Context: an optimization exercise on an open-source flow, tuned for small area, a short achievable clock period and few clock cycles per item. The choices shown serve that exercise and are no tape-out recipe. Function was checked by simulation only, so behaviour that the tests miss may differ from the original.

==> trial 42: inputs <==
Design tag_store_top, start of the top module:
module tag_store_top (
  input  logic                     clk_i,
  input  logic                     arst_n_i,
  input  tag_store_pkg::way_ind_t  total_lock_i,
  input  logic                     req_valid_i,
  output logic                     req_ready_o,
  input  tag_store_pkg::tag_mode_e req_mode_i,
  input  tag_store_pkg::way_ind_t  req_way_i,
  input  tag_store_pkg::index_t    req_index_i,
  input  tag_store_pkg::tag_t      req_tag_i,
  input  logic                     req_dirty_i,
  output logic                     res_valid_o,
  input  logic                     res_ready_i,
  output tag_store_pkg::way_ind_t  res_way_o,
  output logic                     res_hit_o,
  output logic                     res_evict_o,
  output tag_store_pkg::tag_t      res_evict_tag_o
);
  tag_store_pkg::store_req_t  req;
  tag_store_pkg::store_res_t  ctrl_res;
  tag_store_pkg::store_res_t  spill_res;
  logic                       ctrl_res_valid;
  logic                       res_fire;
  logic                       flush;
  logic                       advance;
  tag_store_pkg::way_ind_t    enable;
  tag_store_pkg::way_ind_t    lock;
  tag_store_pkg::way_ind_t    valid_bits;
  tag_store_pkg::way_ind_t    victim;
  logic [tag_store_pkg::NUM_LINES-1:0] rd_sel;
  logic [tag_store_pkg::NUM_WAYS*tag_store_pkg::ENTRY_W-1:0] rd_data;
  tag_store_pkg::way_ind_t    wr_way;
  tag_store_pkg::index_t      wr_index;
  tag_store_pkg::tag_entry_t  wr_data;
  assign req      = {req_mode_i, req_way_i, req_index_i, req_tag_i, req_dirty_i};
  assign res_fire = res_valid_o & res_ready_i;
  tag_store_ctrl ctrl_i (
    .clk_i        (clk_i),
    .arst_n_i     (arst_n_i),
    .req_valid_i  (req_valid_i),
    .req_ready_o  (req_ready_o),
    .req_i        (req),
    .lock_i       (total_lock_i),
  ...
clock: 8.0 ns
lec_check: 0
cap_margin: 20
core_margin: 2
core_utilization: 40
cts_cluster_diameter: 60
cts_cluster_size: 25
setup_slack_margin: 5.0
slew_margin: 20
run.sh (not shown) runs the stock make flow with config.mk's settings and CLKGATE_MAP_FILE= SYNTH_SCRIPT=/design/flow/synth_recipe.tcl, a recipe that flattens the netlist after the stock synthesis.
==> trial 94: changes against trial 42 <==
--- a/flow/design.v
+++ b/flow/design.v
@@ -35,24 +35,26 @@
     lowest_way = mask & (~mask + 1'b1);
   endfunction
 endpackage
 `timescale 1ns/100ps
 module tag_way_bank (
   input  logic                      clk_i,
   input  logic                      arst_n_i,
-  input  logic [tag_store_pkg::NUM_LINES-1:0] rd_sel_i,
+  input  tag_store_pkg::index_t     rd_index_i,
   output logic [tag_store_pkg::NUM_WAYS*tag_store_pkg::ENTRY_W-1:0] rd_data_o,
   input  tag_store_pkg::way_ind_t   wr_way_i,
   input  tag_store_pkg::index_t     wr_index_i,
   input  tag_store_pkg::tag_entry_t wr_data_i
 );
   localparam int unsigned NL = tag_store_pkg::NUM_LINES;
   localparam int unsigned EW = tag_store_pkg::ENTRY_W;
+  logic [NL-1:0] rd_dec;
   logic [NL-1:0] wr_dec;
   for (genvar i = 0; i < NL; i++) begin : gen_dec
+    assign rd_dec[i] = (rd_index_i == tag_store_pkg::INDEX_W'(i));
     assign wr_dec[i] = (wr_index_i == tag_store_pkg::INDEX_W'(i));
   end
   logic [tag_store_pkg::NUM_WAYS-1:0][NL-1:0]                         valid_q;
   logic [tag_store_pkg::NUM_WAYS-1:0][NL-1:0][tag_store_pkg::TAG_W:0] line_q;
   for (genvar w = 0; w < tag_store_pkg::NUM_WAYS; w++) begin : gen_way
     logic [EW-1:0] rd_e;
     for (genvar i = 0; i < NL; i++) begin : gen_line
@@ -68,15 +70,15 @@
           line_q[w][i] <= {wr_data_i.dirty, wr_data_i.tag};
         end
       end
     end
     always_comb begin : proc_rd
       rd_e = '0;
       for (int i = 0; i < NL; i++) begin
-        rd_e = rd_e | ({EW{rd_sel_i[i]}} & {valid_q[w][i], line_q[w][i]});
+        rd_e = rd_e | ({EW{rd_dec[i]}} & {valid_q[w][i], line_q[w][i]});
       end
     end
     assign rd_data_o[w*EW +: EW] = rd_e;
   end
 endmodule
 `timescale 1ns/100ps
 module victim_select (
@@ -128,15 +130,15 @@
 module tag_store_ctrl (
   input  logic                      clk_i,
   input  logic                      arst_n_i,
   input  logic                      req_valid_i,
   output logic                      req_ready_o,
   input  tag_store_pkg::store_req_t req_i,
   input  tag_store_pkg::way_ind_t   lock_i,
-  output logic [tag_store_pkg::NUM_LINES-1:0] rd_sel_o,
+  output tag_store_pkg::index_t     rd_index_o,
   input  logic [tag_store_pkg::NUM_WAYS*tag_store_pkg::ENTRY_W-1:0] rd_data_i,
   output tag_store_pkg::way_ind_t   wr_way_o,
   output tag_store_pkg::index_t     wr_index_o,
   output tag_store_pkg::tag_entry_t wr_data_o,
   output logic                      flush_o,
   output logic                      advance_o,
   output tag_store_pkg::way_ind_t   enable_o,
@@ -145,22 +147,21 @@
   input  tag_store_pkg::way_ind_t   victim_i,
   output tag_store_pkg::store_res_t res_o,
   output logic                      res_valid_o,
   input  logic                      res_fire_i
 );
   localparam int unsigned NW = tag_store_pkg::NUM_WAYS;
   localparam int unsigned EW = tag_store_pkg::ENTRY_W;
-  logic                      full_q;
+  logic                      ready_q;
   logic [2:0]                owed_q;
   logic [2:0]                owed_d;
   logic                      accept;
   logic                      s0_valid_q;
   tag_store_pkg::store_req_t s0_req_q;
   tag_store_pkg::way_ind_t   s0_lock_q;
-  logic [tag_store_pkg::NUM_LINES-1:0] s0_sel_q;
   logic                      s1_valid_q;
   tag_store_pkg::store_req_t s1_req_q;
   tag_store_pkg::way_ind_t   s1_lock_q;
   logic [NW*EW-1:0]          s1_rd_q;
   logic [NW*EW-1:0]          rd_fwd;
   logic                      same_set;
   logic                      same_wr_set;
@@ -170,45 +171,42 @@
   tag_store_pkg::index_t     wr_index_q;
   tag_store_pkg::tag_entry_t wr_data_q;
   logic                      is_flush;
   tag_store_pkg::way_ind_t   hit_v;
   tag_store_pkg::way_ind_t   hit_way;
   logic                      is_hit;
   tag_store_pkg::tag_entry_t vic_entry;
-  assign req_ready_o = ~full_q;
-  assign accept      = req_valid_i & ~full_q;
+  assign req_ready_o = ready_q;
+  assign accept      = req_valid_i & ready_q;
   assign owed_d      = owed_q + 3'(accept) - 3'(res_fire_i);
   always_ff @(posedge clk_i or negedge arst_n_i) begin
     if (!arst_n_i) begin
-      full_q     <= 1'b0;
+      ready_q    <= 1'b1;
       owed_q     <= '0;
       s0_valid_q <= 1'b0;
       s1_valid_q <= 1'b0;
       wr_way_q   <= '0;
     end else begin
       wr_way_q   <= we;
-      full_q     <= (owed_d == 3'd4);
+      ready_q    <= (owed_d < 3'd4);
       owed_q     <= owed_d;
       s0_valid_q <= accept;
       s1_valid_q <= s0_valid_q;
     end
   end
   always_ff @(posedge clk_i) begin
     s0_req_q  <= req_i;
     s0_lock_q <= lock_i;
-    for (int i = 0; i < tag_store_pkg::NUM_LINES; i++) begin
-      s0_sel_q[i] <= (req_i.index == tag_store_pkg::INDEX_W'(i));
-    end
     s1_req_q  <= s0_req_q;
     s1_lock_q <= s0_lock_q;
     s1_rd_q   <= rd_fwd;
     wr_index_q <= s1_req_q.index;
     wr_data_q  <= wdata;
   end
-  assign rd_sel_o   = s0_sel_q;
+  assign rd_index_o = s0_req_q.index;
   assign same_set    = (s0_req_q.index == s1_req_q.index);
   assign same_wr_set = (s0_req_q.index == wr_index_q);
   for (genvar w = 0; w < NW; w++) begin : gen_fwd
     assign rd_fwd[w*EW +: EW] = (same_set && we[w])          ? wdata :
                                 (same_wr_set && wr_way_q[w]) ? wr_data_q :
                                                                rd_data_i[w*EW +: EW];
   end
@@ -292,33 +290,29 @@
       end
       if (from_ring) begin
         rptr_q <= (rptr_q == 2'd2) ? 2'd0 : rptr_q + 2'd1;
       end
       cnt_q <= cnt_q + 2'(ring_push) - 2'(from_ring);
     end
   end
-  always_ff @(posedge clk_i or negedge arst_n_i) begin
-    if (!arst_n_i) begin
-      out_q <= '0;
-    end else if (from_ring) begin
-      out_q <= ring_head;
-    end else if (bypass) begin
-      out_q <= data_i;
-    end
-  end
   always_ff @(posedge clk_i) begin
     if (valid_i && wptr_q == 2'd0) begin
       ring0_q <= data_i;
     end
     if (valid_i && wptr_q == 2'd1) begin
       ring1_q <= data_i;
     end
     if (valid_i && wptr_q == 2'd2) begin
       ring2_q <= data_i;
     end
+    if (from_ring) begin
+      out_q <= ring_head;
+    end else if (bypass) begin
+      out_q <= data_i;
+    end
   end
 endmodule
 `timescale 1ns/100ps
 module tag_store_top (
   input  logic                     clk_i,
   input  logic                     arst_n_i,
   input  tag_store_pkg::way_ind_t  total_lock_i,
@@ -343,29 +337,29 @@
   logic                       res_fire;
   logic                       flush;
   logic                       advance;
   tag_store_pkg::way_ind_t    enable;
   tag_store_pkg::way_ind_t    lock;
   tag_store_pkg::way_ind_t    valid_bits;
   tag_store_pkg::way_ind_t    victim;
-  logic [tag_store_pkg::NUM_LINES-1:0] rd_sel;
+  tag_store_pkg::index_t      rd_index;
   logic [tag_store_pkg::NUM_WAYS*tag_store_pkg::ENTRY_W-1:0] rd_data;
   tag_store_pkg::way_ind_t    wr_way;
   tag_store_pkg::index_t      wr_index;
   tag_store_pkg::tag_entry_t  wr_data;
   assign req      = {req_mode_i, req_way_i, req_index_i, req_tag_i, req_dirty_i};
   assign res_fire = res_valid_o & res_ready_i;
   tag_store_ctrl ctrl_i (
     .clk_i        (clk_i),
     .arst_n_i     (arst_n_i),
     .req_valid_i  (req_valid_i),
     .req_ready_o  (req_ready_o),
     .req_i        (req),
     .lock_i       (total_lock_i),
-    .rd_sel_o     (rd_sel),
+    .rd_index_o   (rd_index),
     .rd_data_i    (rd_data),
     .wr_way_o     (wr_way),
     .wr_index_o   (wr_index),
     .wr_data_o    (wr_data),
     .flush_o      (flush),
     .advance_o    (advance),
     .enable_o     (enable),
@@ -375,15 +369,15 @@
     .res_o        (ctrl_res),
     .res_valid_o  (ctrl_res_valid),
     .res_fire_i   (res_fire)
   );
   tag_way_bank bank_i (
     .clk_i      (clk_i),
     .arst_n_i   (arst_n_i),
-    .rd_sel_i   (rd_sel),
+    .rd_index_i (rd_index),
     .rd_data_o  (rd_data),
     .wr_way_i   (wr_way),
     .wr_index_i (wr_index),
     .wr_data_i  (wr_data)
   );
   victim_select victim_i (
     .clk_i        (clk_i),
==> flow/config.mk (replaced) <==
export PLATFORM = sky130hd
export DESIGN_NAME = tag_store_top
export DESIGN_NICKNAME = tag_store_top
export VERILOG_FILES = /design/flow/design.v
export SDC_FILE = /design/flow/constraint.sdc
export NUM_CORES = 4
export LEC_CHECK = 0
export ABC_CLOCK_PERIOD_IN_PS = 3300
export CAP_MARGIN = 20
export CORE_MARGIN = 2
export CORE_UTILIZATION = 55
export SETUP_SLACK_MARGIN = 4.6
export SLEW_MARGIN = 20
==> build 98: changes against trial 42 <==
--- a/flow/design.v
+++ b/flow/design.v
@@ -38,37 +38,33 @@
 `timescale 1ns/100ps
 module tag_way_bank (
   input  logic                      clk_i,
   input  logic                      arst_n_i,
   input  logic [tag_store_pkg::NUM_LINES-1:0] rd_sel_i,
   output logic [tag_store_pkg::NUM_WAYS*tag_store_pkg::ENTRY_W-1:0] rd_data_o,
   input  tag_store_pkg::way_ind_t   wr_way_i,
-  input  tag_store_pkg::index_t     wr_index_i,
+  input  logic [tag_store_pkg::NUM_LINES-1:0] wr_sel_i,
   input  tag_store_pkg::tag_entry_t wr_data_i
 );
   localparam int unsigned NL = tag_store_pkg::NUM_LINES;
   localparam int unsigned EW = tag_store_pkg::ENTRY_W;
-  logic [NL-1:0] wr_dec;
-  for (genvar i = 0; i < NL; i++) begin : gen_dec
-    assign wr_dec[i] = (wr_index_i == tag_store_pkg::INDEX_W'(i));
-  end
   logic [tag_store_pkg::NUM_WAYS-1:0][NL-1:0]                         valid_q;
   logic [tag_store_pkg::NUM_WAYS-1:0][NL-1:0][tag_store_pkg::TAG_W:0] line_q;
   for (genvar w = 0; w < tag_store_pkg::NUM_WAYS; w++) begin : gen_way
     logic [EW-1:0] rd_e;
     for (genvar i = 0; i < NL; i++) begin : gen_line
       always_ff @(posedge clk_i or negedge arst_n_i) begin
         if (!arst_n_i) begin
           valid_q[w][i] <= 1'b0;
-        end else if (wr_way_i[w] && wr_dec[i]) begin
+        end else if (wr_way_i[w] && wr_sel_i[i]) begin
           valid_q[w][i] <= wr_data_i.valid;
         end
       end
       always_ff @(posedge clk_i) begin
-        if (wr_way_i[w] && wr_dec[i]) begin
+        if (wr_way_i[w] && wr_sel_i[i]) begin
           line_q[w][i] <= {wr_data_i.dirty, wr_data_i.tag};
         end
       end
     end
     always_comb begin : proc_rd
       rd_e = '0;
       for (int i = 0; i < NL; i++) begin
@@ -131,15 +127,15 @@
   input  logic                      req_valid_i,
   output logic                      req_ready_o,
   input  tag_store_pkg::store_req_t req_i,
   input  tag_store_pkg::way_ind_t   lock_i,
   output logic [tag_store_pkg::NUM_LINES-1:0] rd_sel_o,
   input  logic [tag_store_pkg::NUM_WAYS*tag_store_pkg::ENTRY_W-1:0] rd_data_i,
   output tag_store_pkg::way_ind_t   wr_way_o,
-  output tag_store_pkg::index_t     wr_index_o,
+  output logic [tag_store_pkg::NUM_LINES-1:0] wr_sel_o,
   output tag_store_pkg::tag_entry_t wr_data_o,
   output logic                      flush_o,
   output logic                      advance_o,
   output tag_store_pkg::way_ind_t   enable_o,
   output tag_store_pkg::way_ind_t   lock_o,
   output tag_store_pkg::way_ind_t   valid_bits_o,
   input  tag_store_pkg::way_ind_t   victim_i,
@@ -164,14 +160,15 @@
   logic [NW*EW-1:0]          rd_fwd;
   logic                      same_set;
   logic                      same_wr_set;
   tag_store_pkg::way_ind_t   we;
   tag_store_pkg::tag_entry_t wdata;
   tag_store_pkg::way_ind_t   wr_way_q;
   tag_store_pkg::index_t     wr_index_q;
+  logic [tag_store_pkg::NUM_LINES-1:0] wr_sel_q;
   tag_store_pkg::tag_entry_t wr_data_q;
   logic                      is_flush;
   tag_store_pkg::way_ind_t   hit_v;
   tag_store_pkg::way_ind_t   hit_way;
   logic                      is_hit;
   tag_store_pkg::tag_entry_t vic_entry;
   assign req_ready_o = ~full_q;
@@ -198,14 +195,17 @@
     for (int i = 0; i < tag_store_pkg::NUM_LINES; i++) begin
       s0_sel_q[i] <= (req_i.index == tag_store_pkg::INDEX_W'(i));
     end
     s1_req_q  <= s0_req_q;
     s1_lock_q <= s0_lock_q;
     s1_rd_q   <= rd_fwd;
     wr_index_q <= s1_req_q.index;
+    for (int i = 0; i < tag_store_pkg::NUM_LINES; i++) begin
+      wr_sel_q[i] <= (s1_req_q.index == tag_store_pkg::INDEX_W'(i));
+    end
     wr_data_q  <= wdata;
   end
   assign rd_sel_o   = s0_sel_q;
   assign same_set    = (s0_req_q.index == s1_req_q.index);
   assign same_wr_set = (s0_req_q.index == wr_index_q);
   for (genvar w = 0; w < NW; w++) begin : gen_fwd
     assign rd_fwd[w*EW +: EW] = (same_set && we[w])          ? wdata :
@@ -238,15 +238,15 @@
   assign res_o.evict     = ~is_hit & vic_entry.valid & vic_entry.dirty;
   assign res_o.evict_tag = (~is_hit & vic_entry.valid) ? vic_entry.tag : '0;
   assign wdata = {~is_flush, s1_req_q.dirty, s1_req_q.tag};
   assign we    = ~s1_valid_q ? '0 :
                  is_hit      ? (s1_req_q.dirty ? hit_way : '0) :
                                victim_i;
   assign wr_way_o   = wr_way_q;
-  assign wr_index_o = wr_index_q;
+  assign wr_sel_o   = wr_sel_q;
   assign wr_data_o  = wr_data_q;
 endmodule
 `timescale 1ns/100ps
 module resp_spill (
   input  logic                      clk_i,
   input  logic                      arst_n_i,
   input  logic                      valid_i,
@@ -346,29 +346,29 @@
   tag_store_pkg::way_ind_t    enable;
   tag_store_pkg::way_ind_t    lock;
   tag_store_pkg::way_ind_t    valid_bits;
   tag_store_pkg::way_ind_t    victim;
   logic [tag_store_pkg::NUM_LINES-1:0] rd_sel;
   logic [tag_store_pkg::NUM_WAYS*tag_store_pkg::ENTRY_W-1:0] rd_data;
   tag_store_pkg::way_ind_t    wr_way;
-  tag_store_pkg::index_t      wr_index;
+  logic [tag_store_pkg::NUM_LINES-1:0] wr_sel;
   tag_store_pkg::tag_entry_t  wr_data;
   assign req      = {req_mode_i, req_way_i, req_index_i, req_tag_i, req_dirty_i};
   assign res_fire = res_valid_o & res_ready_i;
   tag_store_ctrl ctrl_i (
     .clk_i        (clk_i),
     .arst_n_i     (arst_n_i),
     .req_valid_i  (req_valid_i),
     .req_ready_o  (req_ready_o),
     .req_i        (req),
     .lock_i       (total_lock_i),
     .rd_sel_o     (rd_sel),
     .rd_data_i    (rd_data),
     .wr_way_o     (wr_way),
-    .wr_index_o   (wr_index),
+    .wr_sel_o     (wr_sel),
     .wr_data_o    (wr_data),
     .flush_o      (flush),
     .advance_o    (advance),
     .enable_o     (enable),
     .lock_o       (lock),
     .valid_bits_o (valid_bits),
     .victim_i     (victim),
@@ -378,15 +378,15 @@
   );
   tag_way_bank bank_i (
     .clk_i      (clk_i),
     .arst_n_i   (arst_n_i),
     .rd_sel_i   (rd_sel),
     .rd_data_o  (rd_data),
     .wr_way_i   (wr_way),
-    .wr_index_i (wr_index),
+    .wr_sel_i   (wr_sel),
     .wr_data_i  (wr_data)
   );
   victim_select victim_i (
     .clk_i        (clk_i),
     .arst_n_i     (arst_n_i),
     .flush_i      (flush),
     .advance_i    (advance),
==> flow/config.mk (replaced) <==
export PLATFORM = sky130hd
export DESIGN_NAME = tag_store_top
export DESIGN_NICKNAME = tag_store_top
export VERILOG_FILES = /design/flow/design.v
export SDC_FILE = /design/flow/constraint.sdc
export NUM_CORES = 4
export LEC_CHECK = 0
export CAP_MARGIN = 20
export CORE_MARGIN = 2
export CORE_UTILIZATION = 45
export CTS_CLUSTER_DIAMETER = 60
export CTS_CLUSTER_SIZE = 30
export SETUP_SLACK_MARGIN = 5.0
export SLEW_MARGIN = 20
==> trial 2: changes against trial 42 <==
--- a/flow/design.v
+++ b/flow/design.v
@@ -38,37 +38,33 @@
 `timescale 1ns/100ps
 module tag_way_bank (
   input  logic                      clk_i,
   input  logic                      arst_n_i,
   input  logic [tag_store_pkg::NUM_LINES-1:0] rd_sel_i,
   output logic [tag_store_pkg::NUM_WAYS*tag_store_pkg::ENTRY_W-1:0] rd_data_o,
   input  tag_store_pkg::way_ind_t   wr_way_i,
-  input  tag_store_pkg::index_t     wr_index_i,
+  input  logic [tag_store_pkg::NUM_LINES-1:0] wr_sel_i,
   input  tag_store_pkg::tag_entry_t wr_data_i
 );
   localparam int unsigned NL = tag_store_pkg::NUM_LINES;
   localparam int unsigned EW = tag_store_pkg::ENTRY_W;
-  logic [NL-1:0] wr_dec;
-  for (genvar i = 0; i < NL; i++) begin : gen_dec
-    assign wr_dec[i] = (wr_index_i == tag_store_pkg::INDEX_W'(i));
-  end
   logic [tag_store_pkg::NUM_WAYS-1:0][NL-1:0]                         valid_q;
   logic [tag_store_pkg::NUM_WAYS-1:0][NL-1:0][tag_store_pkg::TAG_W:0] line_q;
   for (genvar w = 0; w < tag_store_pkg::NUM_WAYS; w++) begin : gen_way
     logic [EW-1:0] rd_e;
     for (genvar i = 0; i < NL; i++) begin : gen_line
       always_ff @(posedge clk_i or negedge arst_n_i) begin
         if (!arst_n_i) begin
           valid_q[w][i] <= 1'b0;
-        end else if (wr_way_i[w] && wr_dec[i]) begin
+        end else if (wr_way_i[w] && wr_sel_i[i]) begin
           valid_q[w][i] <= wr_data_i.valid;
         end
       end
       always_ff @(posedge clk_i) begin
-        if (wr_way_i[w] && wr_dec[i]) begin
+        if (wr_way_i[w] && wr_sel_i[i]) begin
           line_q[w][i] <= {wr_data_i.dirty, wr_data_i.tag};
         end
       end
     end
     always_comb begin : proc_rd
       rd_e = '0;
       for (int i = 0; i < NL; i++) begin
@@ -131,15 +127,15 @@
   input  logic                      req_valid_i,
   output logic                      req_ready_o,
   input  tag_store_pkg::store_req_t req_i,
   input  tag_store_pkg::way_ind_t   lock_i,
   output logic [tag_store_pkg::NUM_LINES-1:0] rd_sel_o,
   input  logic [tag_store_pkg::NUM_WAYS*tag_store_pkg::ENTRY_W-1:0] rd_data_i,
   output tag_store_pkg::way_ind_t   wr_way_o,
-  output tag_store_pkg::index_t     wr_index_o,
+  output logic [tag_store_pkg::NUM_LINES-1:0] wr_sel_o,
   output tag_store_pkg::tag_entry_t wr_data_o,
   output logic                      flush_o,
   output logic                      advance_o,
   output tag_store_pkg::way_ind_t   enable_o,
   output tag_store_pkg::way_ind_t   lock_o,
   output tag_store_pkg::way_ind_t   valid_bits_o,
   input  tag_store_pkg::way_ind_t   victim_i,
@@ -164,14 +160,15 @@
   logic [NW*EW-1:0]          rd_fwd;
   logic                      same_set;
   logic                      same_wr_set;
   tag_store_pkg::way_ind_t   we;
   tag_store_pkg::tag_entry_t wdata;
   tag_store_pkg::way_ind_t   wr_way_q;
   tag_store_pkg::index_t     wr_index_q;
+  logic [tag_store_pkg::NUM_LINES-1:0] wr_sel_q;
   tag_store_pkg::tag_entry_t wr_data_q;
   logic                      is_flush;
   tag_store_pkg::way_ind_t   hit_v;
   tag_store_pkg::way_ind_t   hit_way;
   logic                      is_hit;
   tag_store_pkg::tag_entry_t vic_entry;
   assign req_ready_o = ~full_q;
@@ -198,14 +195,17 @@
     for (int i = 0; i < tag_store_pkg::NUM_LINES; i++) begin
       s0_sel_q[i] <= (req_i.index == tag_store_pkg::INDEX_W'(i));
     end
     s1_req_q  <= s0_req_q;
     s1_lock_q <= s0_lock_q;
     s1_rd_q   <= rd_fwd;
     wr_index_q <= s1_req_q.index;
+    for (int i = 0; i < tag_store_pkg::NUM_LINES; i++) begin
+      wr_sel_q[i] <= (s1_req_q.index == tag_store_pkg::INDEX_W'(i));
+    end
     wr_data_q  <= wdata;
   end
   assign rd_sel_o   = s0_sel_q;
   assign same_set    = (s0_req_q.index == s1_req_q.index);
   assign same_wr_set = (s0_req_q.index == wr_index_q);
   for (genvar w = 0; w < NW; w++) begin : gen_fwd
     assign rd_fwd[w*EW +: EW] = (same_set && we[w])          ? wdata :
@@ -238,15 +238,15 @@
   assign res_o.evict     = ~is_hit & vic_entry.valid & vic_entry.dirty;
   assign res_o.evict_tag = (~is_hit & vic_entry.valid) ? vic_entry.tag : '0;
   assign wdata = {~is_flush, s1_req_q.dirty, s1_req_q.tag};
   assign we    = ~s1_valid_q ? '0 :
                  is_hit      ? (s1_req_q.dirty ? hit_way : '0) :
                                victim_i;
   assign wr_way_o   = wr_way_q;
-  assign wr_index_o = wr_index_q;
+  assign wr_sel_o   = wr_sel_q;
   assign wr_data_o  = wr_data_q;
 endmodule
 `timescale 1ns/100ps
 module resp_spill (
   input  logic                      clk_i,
   input  logic                      arst_n_i,
   input  logic                      valid_i,
@@ -346,29 +346,29 @@
   tag_store_pkg::way_ind_t    enable;
   tag_store_pkg::way_ind_t    lock;
   tag_store_pkg::way_ind_t    valid_bits;
   tag_store_pkg::way_ind_t    victim;
   logic [tag_store_pkg::NUM_LINES-1:0] rd_sel;
   logic [tag_store_pkg::NUM_WAYS*tag_store_pkg::ENTRY_W-1:0] rd_data;
   tag_store_pkg::way_ind_t    wr_way;
-  tag_store_pkg::index_t      wr_index;
+  logic [tag_store_pkg::NUM_LINES-1:0] wr_sel;
   tag_store_pkg::tag_entry_t  wr_data;
   assign req      = {req_mode_i, req_way_i, req_index_i, req_tag_i, req_dirty_i};
   assign res_fire = res_valid_o & res_ready_i;
   tag_store_ctrl ctrl_i (
     .clk_i        (clk_i),
     .arst_n_i     (arst_n_i),
     .req_valid_i  (req_valid_i),
     .req_ready_o  (req_ready_o),
     .req_i        (req),
     .lock_i       (total_lock_i),
     .rd_sel_o     (rd_sel),
     .rd_data_i    (rd_data),
     .wr_way_o     (wr_way),
-    .wr_index_o   (wr_index),
+    .wr_sel_o     (wr_sel),
     .wr_data_o    (wr_data),
     .flush_o      (flush),
     .advance_o    (advance),
     .enable_o     (enable),
     .lock_o       (lock),
     .valid_bits_o (valid_bits),
     .victim_i     (victim),
@@ -378,15 +378,15 @@
   );
   tag_way_bank bank_i (
     .clk_i      (clk_i),
     .arst_n_i   (arst_n_i),
     .rd_sel_i   (rd_sel),
     .rd_data_o  (rd_data),
     .wr_way_i   (wr_way),
-    .wr_index_i (wr_index),
+    .wr_sel_i   (wr_sel),
     .wr_data_i  (wr_data)
   );
   victim_select victim_i (
     .clk_i        (clk_i),
     .arst_n_i     (arst_n_i),
     .flush_i      (flush),
     .advance_i    (advance),
==> run summary <==
- Trial 42 finished with timing, DRC and antenna clean. Build 98 finished clean. Trial 94 ran to the end with no violations. Trial 2 finished with timing, DRC and antenna clean.
- Global-route usage: trial 94 > build 98 > trial 42 > trial 2.
- Hold slack, highest first: build 98, trial 2, trial 42, trial 94.
- Final cell count: trial 2 > trial 42 > build 98 > trial 94.
- In trial 2 the area after synthesis is larger than in trial 94, by about 0.4%.
- Non-clock buffer count: trial 94 > trial 42 > trial 2 > build 98.
- Of trial 2 and trial 94, trial 94 has the higher critical path depth (gap 2).
- Register-to-register slack: build 98 is better than trial 94 (0.52 ns).
- Core utilization, lowest first: trial 2, trial 42, build 98, trial 94.
Testbench counts of trial 42, summed over its fixed seeds: cycles 16,024, items 16,000.
Testbench counts of trial 94, summed over its fixed seeds: cycles 16,024, items 16,000.
Testbench counts of build 98, summed over its fixed seeds: cycles 16,024, items 16,000.
Testbench counts of trial 2, summed over its fixed seeds: cycles 16,024, items 16,000.

[re-timing with driven ports]
The results above use ideal ports. As a check the final layouts listed here were re-extracted and re-timed, cells and wires unchanged. Step 1 (the two cells are an assumption about what drives the block):
set clk [get_ports {clk_i}]
set_driving_cell -lib_cell sky130_fd_sc_hd__clkbuf_16 $clk
set_driving_cell -lib_cell sky130_fd_sc_hd__buf_2 [delete_from_list [all_inputs] $clk]
Step 2 also shifts input and output timing later by t, the mid clock arrival at the registers, as if the neighbouring blocks saw the same clock. Three values: ideal ports, drivers, drivers and shift; two values: the first two.
run	t (ns)	setup slack, ns	worst register clock-pin slew, ns	worst data-port slew with drivers (ns)
trial 42	1.086	4.822 / 4.760 / 4.028	0.10 / 0.10	0.22
trial 94	1.110	4.329 / 4.329 / 4.329	0.07 / 0.07	0.10
build 98	1.059	4.854 / 4.745 / 4.246	0.12 / 0.12	0.10
trial 2	1.012	4.859 / 4.775 / 4.192	0.11 / 0.11	0.15
After both steps every run listed still meets setup and hold. For trial 42, which loses most, drivers alone change the setup slack by -0.062 ns; drivers and shift together by -0.794 ns.
